This is an optimization exercise on Yosys and OpenROAD, whose aim is small area, not a production implementation.
Function was checked by simulation only, so behaviour that the tests miss may differ from the original.
Power is estimated from default activity; no workload was simulated.

`flow/design.v`:
```
package jpeg_capture_pkg;
    localparam logic FMT_RGB888 = 1'b0;
    localparam logic FMT_RGB565 = 1'b1;
    typedef enum logic [1:0] {
        ST_IDLE   = 2'd0,
        ST_ACTIVE = 2'd1,
        ST_DRAIN  = 2'd2
    } frame_state_t;
    localparam logic [31:0] CRC_POLY = 32'h04C11DB7;
    localparam logic [31:0] CRC_INIT = 32'hFFFFFFFF;
    function automatic logic [15:0] pack_rgb565(input logic [7:0] r, input logic [7:0] g,
                                                input logic [7:0] b);
        pack_rgb565 = {r[7:3], g[7:2], b[7:3]};
    endfunction
    function automatic logic [31:0] crc32_rgb(input logic [31:0] crc, input logic [23:0] rgb);
        logic [31:0] c;
        c = crc;
        for (int i = 23; i >= 0; i--) begin
            if (c[31] ^ rgb[i]) c = {c[30:0], 1'b0} ^ CRC_POLY;
            else                c = {c[30:0], 1'b0};
        end
        crc32_rgb = c;
    endfunction
endpackage
module jpeg_capture_fifo #(
    parameter int WIDTH = 8,
    parameter int DEPTH = 16
) (
    input  logic             clk,
    input  logic             rst,
    input  logic             push,
    input  logic             pop,
    input  logic [WIDTH-1:0] wdata,
    output logic [WIDTH-1:0] rdata,
    output logic             full,
    output logic             empty
);
    localparam int AW = $clog2(DEPTH);
    logic [WIDTH-1:0] store [DEPTH];
    logic [AW:0]      wr_ptr;
    logic [AW:0]      rd_ptr;
    logic             do_push;
    logic             do_pop;
    assign empty   = (wr_ptr == rd_ptr);
    assign full    = (wr_ptr[AW] != rd_ptr[AW]) && (wr_ptr[AW-1:0] == rd_ptr[AW-1:0]);
    assign do_pop  = pop && !empty;
    assign do_push = push && (!full || do_pop);
    assign rdata   = store[rd_ptr[AW-1:0]];
    always_ff @(posedge clk) begin
        if (rst) begin
            wr_ptr <= '0;
            rd_ptr <= '0;
        end else begin
            if (do_push) wr_ptr <= wr_ptr + (AW+1)'(1);
            if (do_pop)  rd_ptr <= rd_ptr + (AW+1)'(1);
        end
    end
    always_ff @(posedge clk) begin
        if (do_push) store[wr_ptr[AW-1:0]] <= wdata;
    end
endmodule
module jpeg_pixel_capture #(
    parameter int ADDR_W     = 24,
    parameter int FIFO_DEPTH = 16,
    parameter int DIM_W      = 16
) (
    input  logic                 clk,
    input  logic                 rst,
    input  logic                 FrameStart,
    input  logic                 Format,
    input  logic [ADDR_W-1:0]    BaseAddr,
    input  logic                 PixEnable,
    input  logic [DIM_W-1:0]     PixWidth,
    input  logic [DIM_W-1:0]     PixHeight,
    input  logic [DIM_W-1:0]     PixX,
    input  logic [DIM_W-1:0]     PixY,
    input  logic [7:0]           PixR,
    input  logic [7:0]           PixG,
    input  logic [7:0]           PixB,
    output logic                 MemValid,
    input  logic                 MemReady,
    output logic [ADDR_W-1:0]    MemAddr,
    output logic [31:0]          MemData,
    output logic [3:0]           MemStrb,
    output logic                 Busy,
    output logic                 FrameDone,
    output logic                 Overflow,
    output logic                 RangeErr,
    output logic [2*DIM_W-1:0]   PixCount,
    output logic [31:0]          FrameCrc
);
    localparam int IW = 2 * DIM_W;
    localparam int EW = ADDR_W + 36;
    logic              fmt_q;
    logic [ADDR_W-1:0] base_q;
    logic              in_range;
    logic              s1_valid, s2_valid;
    logic [DIM_W-1:0]  s1_x, s1_y, s1_w;
    logic [23:0]       s1_rgb, s2_rgb;
    logic [IW-1:0]     s2_idx;
    logic [ADDR_W-1:0] s3_addr;
    logic [31:0]       s3_data;
    logic [3:0]        s3_strb;
    logic              push, pop, push_ok;
    logic              fifo_full, fifo_empty;
    logic [EW-1:0]     fifo_rdata;
    logic [IW-1:0]     frame_total;
    jpeg_capture_pkg::frame_state_t      state_q, state_d;
    logic              done_d;
    assign in_range = (PixX < PixWidth) && (PixY < PixHeight);
    always_ff @(posedge clk) begin
        if (rst) begin
            fmt_q  <= jpeg_capture_pkg::FMT_RGB888;
            base_q <= '0;
        end else if (FrameStart) begin
            fmt_q  <= Format;
            base_q <= BaseAddr;
        end
    end
    always_ff @(posedge clk) begin
        if (rst) begin
            s1_valid <= 1'b0;
            s2_valid <= 1'b0;
        end else begin
            s1_valid <= PixEnable && in_range;
            s2_valid <= s1_valid && !FrameStart;
        end
    end
    always_ff @(posedge clk) begin
        s1_x   <= PixX;
        s1_y   <= PixY;
        s1_w   <= PixWidth;
        s1_rgb <= {PixR, PixG, PixB};
        s2_idx <= IW'(s1_w) * IW'(s1_y) + IW'(s1_x);
        s2_rgb <= s1_rgb;
    end
    always_comb begin
        s3_addr = base_q + ADDR_W'(s2_idx);
        s3_data = {8'h00, s2_rgb};
        s3_strb = 4'hF;
        if (fmt_q == jpeg_capture_pkg::FMT_RGB565) begin
            s3_addr = base_q + ADDR_W'(s2_idx >> 1);
            s3_data = {2{jpeg_capture_pkg::pack_rgb565(s2_rgb[23:16], s2_rgb[15:8], s2_rgb[7:0])}};
            s3_strb = s2_idx[0] ? 4'b1100 : 4'b0011;
        end
    end
    assign push    = s2_valid && !FrameStart;
    assign pop     = !fifo_empty && MemReady;
    assign push_ok = push && (!fifo_full || pop);
    jpeg_capture_fifo #(.WIDTH(EW), .DEPTH(FIFO_DEPTH)) u_fifo (
        .clk   (clk),
        .rst   (rst),
        .push  (push),
        .pop   (pop),
        .wdata ({s3_addr, s3_data, s3_strb}),
        .rdata (fifo_rdata),
        .full  (fifo_full),
        .empty (fifo_empty)
    );
    assign MemValid = !fifo_empty;
    assign MemAddr  = fifo_empty ? '0 : fifo_rdata[EW-1 -: ADDR_W];
    assign MemData  = fifo_empty ? '0 : fifo_rdata[35:4];
    assign MemStrb  = fifo_empty ? '0 : fifo_rdata[3:0];
    assign Busy         = s1_valid || s2_valid || !fifo_empty;
    always_ff @(posedge clk) begin
        if (rst) begin
            PixCount <= '0;
            Overflow <= 1'b0;
            RangeErr <= 1'b0;
        end else if (FrameStart) begin
            PixCount <= '0;
            Overflow <= 1'b0;
            RangeErr <= PixEnable && !in_range;
        end else begin
            if (push_ok)               PixCount <= PixCount + IW'(1);
            if (push && !push_ok)      Overflow <= 1'b1;
            if (PixEnable && !in_range) RangeErr <= 1'b1;
        end
    end
    assign frame_total = IW'(PixWidth) * IW'(PixHeight);
    always_ff @(posedge clk) begin
        if (rst) begin
            state_q   <= jpeg_capture_pkg::ST_IDLE;
            FrameDone <= 1'b0;
        end else begin
            state_q   <= state_d;
            FrameDone <= done_d;
        end
    end
    always_comb begin
        state_d = state_q;
        done_d  = 1'b0;
        unique case (state_q)
            jpeg_capture_pkg::ST_IDLE:   state_d = jpeg_capture_pkg::ST_IDLE;
            jpeg_capture_pkg::ST_ACTIVE: if (PixCount == frame_total) state_d = jpeg_capture_pkg::ST_DRAIN;
            jpeg_capture_pkg::ST_DRAIN: begin
                if (!Busy) begin
                    state_d = jpeg_capture_pkg::ST_IDLE;
                    done_d  = 1'b1;
                end
            end
            default:   state_d = jpeg_capture_pkg::ST_IDLE;
        endcase
        if (FrameStart) begin
            state_d = jpeg_capture_pkg::ST_ACTIVE;
            done_d  = 1'b0;
        end
    end
    logic [31:0] crc_q;
    always_ff @(posedge clk) begin
        if (rst)             crc_q <= '0;
        else if (FrameStart) crc_q <= jpeg_capture_pkg::CRC_INIT;
        else if (push_ok)    crc_q <= jpeg_capture_pkg::crc32_rgb(crc_q, s2_rgb);
    end
    assign FrameCrc = crc_q;
endmodule
```
`flow/run.sh`:
```
#!/bin/bash
# synth_recipe.tcl (not shown) runs the flow's synth.tcl, then flattens the netlist and writes it again
# the make line also repeats each setting of config.mk as NAME=value (left out here)
make -C /OpenROAD-flow-scripts/flow DESIGN_CONFIG=/design/flow/config.mk WORK_HOME=/design/flow/orfs CLKGATE_MAP_FILE= SYNTH_SCRIPT=/design/flow/synth_recipe.tcl finish
```
`flow/config.mk`:
```
export PLATFORM = sky130hd
export DESIGN_NAME = jpeg_pixel_capture
export DESIGN_NICKNAME = jpeg_pixel_capture
export VERILOG_FILES = /design/flow/design.v
export SDC_FILE = /design/flow/constraint.sdc
export NUM_CORES = 4
export LEC_CHECK = 0
export CAP_MARGIN = 20
export CORE_MARGIN = 2
export CORE_UTILIZATION = 40
export SLEW_MARGIN = 20
```
`flow/constraint.sdc`:
```
create_clock -name core_clock -period 12.0 [get_ports {clk}]
set_input_delay 2.4000 -clock core_clock [delete_from_list [all_inputs] [get_ports {clk}]]
set_output_delay 2.4000 -clock core_clock [all_outputs]
set_load 0.01 [all_outputs]
```
==> flow_summary_export.csv <==
group,metric,value,unit
sta,whs,0.319,ns
clock_network,path_clk_slew,0.06,ns
placed_design,place_congestion,0.930,
clock_network,htree_levels,3,
synth,synthDistinctLibCells,69,
sta,tns,0,ns
sta,rsz0062_at_grt,"no",
floorplanning,core,156000,sq um
layout,antenna_cells,0,
synth,synth_top_family_by_area,"adder cells",
sta,worst_slew_pin_slew,1.12,ns
setup_path,reg2reg_to,"s2_idx[24]",
floorplanning,rows,145,
layout,nets,5361,
sta,finalHoldViolations,0,
min_path,hp-start,"s1_rgb[1]",
sta,skew,0.0542,ns
setup_path,start_kind,"input port",
global_routing,grt_remaining_overflow,0,
floorplanning,start_util,40.2,%
setup_path,arrival,9.97,ns
synth,yosysWarningCount,2,
clock_network,cts_sinks,1159,
layout,multi_input_area,27800,sq um
synth,synthFlopType,"edfxtp_1",
setup_path,critPathKind,"in2reg",
synth,synthMuxAreaShare,11.5,%
setup_path,crit_path_start,"PixWidth[7]",
setup_path,r2r-start,"s1_y[1]",
layout,layout_commonest_cell,"edfxtp_1",
route,num_vias,36000,
setup_path,rrSetupSlack,5.55,ns
route,viasPerCell,5.31,
synth,yosys.area_share.adder,17.1,%
clock_network,cts_resized,0,
route,drt_iter0_drc,3008,
pwr,power_leakage,26.0,nW
min_path,hold_depth,0,
clock_network,postCtsSetupBuffers,0,
clock_network,tritoncts,"done",
global_routing,grt_usage,20.7,%
synth,synth_simple_gate_area_share,7.04,%
global_routing,grt_pass1_wl,244000,um
layout,drive_gt1_share,13.9,%
layout,areaGrowthSynthToFinish,14.5,%
setup_path,worstRegToRegCells,22,
synth,synth-compound-area-share,2.76,%
outcome,status,"complete, no violations",
pwr,irDropWorstVdd,0.000263,V
floorplanning,die_height,400,um
floorplanning,die-area,160000,sq um
route,ant_nets,0,
setup_path,crit_fanout,17,
setup_path,cp.required,12.68,ns
synth,synthArstFlopShare,0,%
global_routing,antenna_found_initial,14,
clock_network,cts_hold_buf,0,
synth,syn_nets,5120,
global_routing,grt_pass1_vias,37100,
synth,synth_xor_area_share,5.65,%
setup_path,crit_path_end_kind,"flip-flop",
global_routing,grt_max_degree,105,
clock_network,clock_path_buffers,3,
synth,synthCells,4379,
sta,fin_crit_sh,77.4,%
clock_network,cts_made_buffers,119,
synth,synth-edff-count,928,
floorplanning,die_x,400,um
sta,period_needed,9.29,ns
sta,fmax,108,MHz
route,drtPass1Iterations,5,
pwr,p_per_area,261,nW/um^2
placed_design,hpwl,109000,um
synth,synth-seq-cells,1159,
placed_design,port_buffers,246,
synth,netlist_area,62600,sq um
floorplanning,num_io_pins,247,
clock_network,clk_latency,0.74,ns
synth,ys_seq_area_share,51.9,%
pwr,power,0.0187,W
sta,drv_slew,0,
route,wl,165000,um
setup_path,endpoint,"state_q[1]",
min_path,hold_class,"reg2reg",
layout,final_cell_mix,"928 x edfxtp_1, 473 x inv_1, 399 x nand2_1",
job,drv_cap,0,
layout,seq_area,32500,sq um
route,drc,0,
clock_network,cts_root_buf,"clkbuf_16",
synth,avgSynthCellArea,14.3,sq um
layout,nFillCells,13700,
sta,finalSetupViolations,0,
sta,maxSlewHeadroom,24.9,%
route,wire_per_inst,24.3,um
## stage by stage
stage          cells  util [%]  setup WS, ns  area, sq um
4_1_cts         6777      45.9          2.87        71600
2_1_floorplan   4379         -          3.29        62600
6_report        6777      46.0          2.71        71700
3_3_place_gp    6556      43.3          2.33        67500
5_1_grt         6777      46.0          2.42        71700
3_5_place_dp    6557      43.3          2.08        67500
## cell families after synthesis
| group | count (synthesis) |
|---|---|
| xor gates and xnor gates | 342 |
| and+or+nand+nor | 965 |
| AOI/OAI and AO/OA | 265 |
| buffers and inverters | 670 |
| DFF | 1159 |
| adders and majority gates | 623 |
| muxes | 355 |
## synthesized netlist by cell type (36+ instances only)
library cell  number  area share (%)
a211oi_1          39            0.47
a21oi_1           63            0.50
and2_1           105             1.0
clkbuf_1         160            0.96
dfxtp_1          231             7.4
edfxtp_1         928              45
fa_1             386              12
ha_1             237             4.7
inv_1            473             2.8
mux4_2           290              10
nand2_1          399             2.4
nand3_1           36            0.29
nor2_1           214             1.3
nor2b_1           74            0.74
nor3_1            61            0.49
o21ai_0           58            0.46
xnor2_1          204             2.9
xor2_1            95             1.3
## how the worst min path moves through the flow
stage                      end  slack [ns]
floorplan            s2_rgb[0]        0.31
global placement    s2_rgb[22]        0.31
detailed placement  s2_rgb[22]        0.31
CTS                  s2_rgb[1]        0.32
global route         s2_rgb[1]        0.33
finish               s2_rgb[1]        0.32
## sequential cells by signal, indices dropped and copies added, names as in the netlist, 2 cells and up, named ones only
register       count
s1_w              16
s1_x              16
base_q            24
crc_q             32
PixCount          32
s2_idx            25
u_fifo.wr_ptr      5
s1_rgb            24
u_fifo.store     928
s2_rgb            24
s1_y              16
u_fifo.rd_ptr      5
state_q            2
## layout make-up
cell class,instances,area share [%]
timing repair buffer,306,4.07
tap,2058,3.59
clock inverter,53,0.970
multi-input combinational,2550,38.8
inverter,484,2.53
clock buffer,167,4.67
sequential,1159,45.4
## worst max-delay path: stages
cell and delay [ns]:
clkdlybuf4s50_1 1.08, nand2_1 0.18, fa_1 0.54, fa_1 0.52
fa_1 0.58, fa_1 0.44, fa_1 0.45, fa_1 0.48
inv_1 0.04, ha_1 0.44, nand4_1 0.22, a211oi_1 0.32
nand2_1 0.15, a21boi_0 0.44, mux2_2 0.40, nor4_1 0.32
nand4_1 0.16, nand4b_1 0.20, nor4_1 0.40, a22o_1 0.19
## where the power goes
part	switching [W]	total (W)	internal [W]	leakage [nW]
clock network	0.00158	0.00375	0.00218	1.96
logic	0.00579	0.0101	0.00428	13.8
registers	0.0000947	0.00491	0.00482	10.3
total	0.00746	0.0187	0.0113	26.0
## routing by layer
layer	share of wire, %	track usage [%]	vias up	routed length, um
met5	0.083	0	-	137
met4	2.5	5.67	18	4060
met3	6.6	3.66	226	10900
met2	49	34.3	1128	79900
met1	42	28.1	18800	69600
li1	-	-	15800	-

## port drivers added, routing unchanged
The flow's constraints put no driver on any port. The routed layout listed below was extracted and timed again, unchanged, in two steps.
Step 1 (the two cells are an assumption about what drives the block):
set clk [get_ports {clk}]
set_driving_cell -lib_cell sky130_fd_sc_hd__clkbuf_16 $clk
set_driving_cell -lib_cell sky130_fd_sc_hd__buf_2 [delete_from_list [all_inputs] $clk]
Step 2, shift: input delay + t, output delay - t, t = (earliest + latest rising clock arrival at the registers) / 2. This alone moves slack from input paths to output paths.
a / b / c = no drivers / after step 1 / after step 2; a / b = the first two.
t (ns): 0.798
setup slack, ns: 2.715 / 2.771 / 1.972
worst data-port slew with drivers (ns): 0.17
pins driven straight from the clock port: 1
After both steps this run still meets setup and hold. For this run, drivers alone change the setup slack by +0.056 ns; drivers and shift together by -0.743 ns.
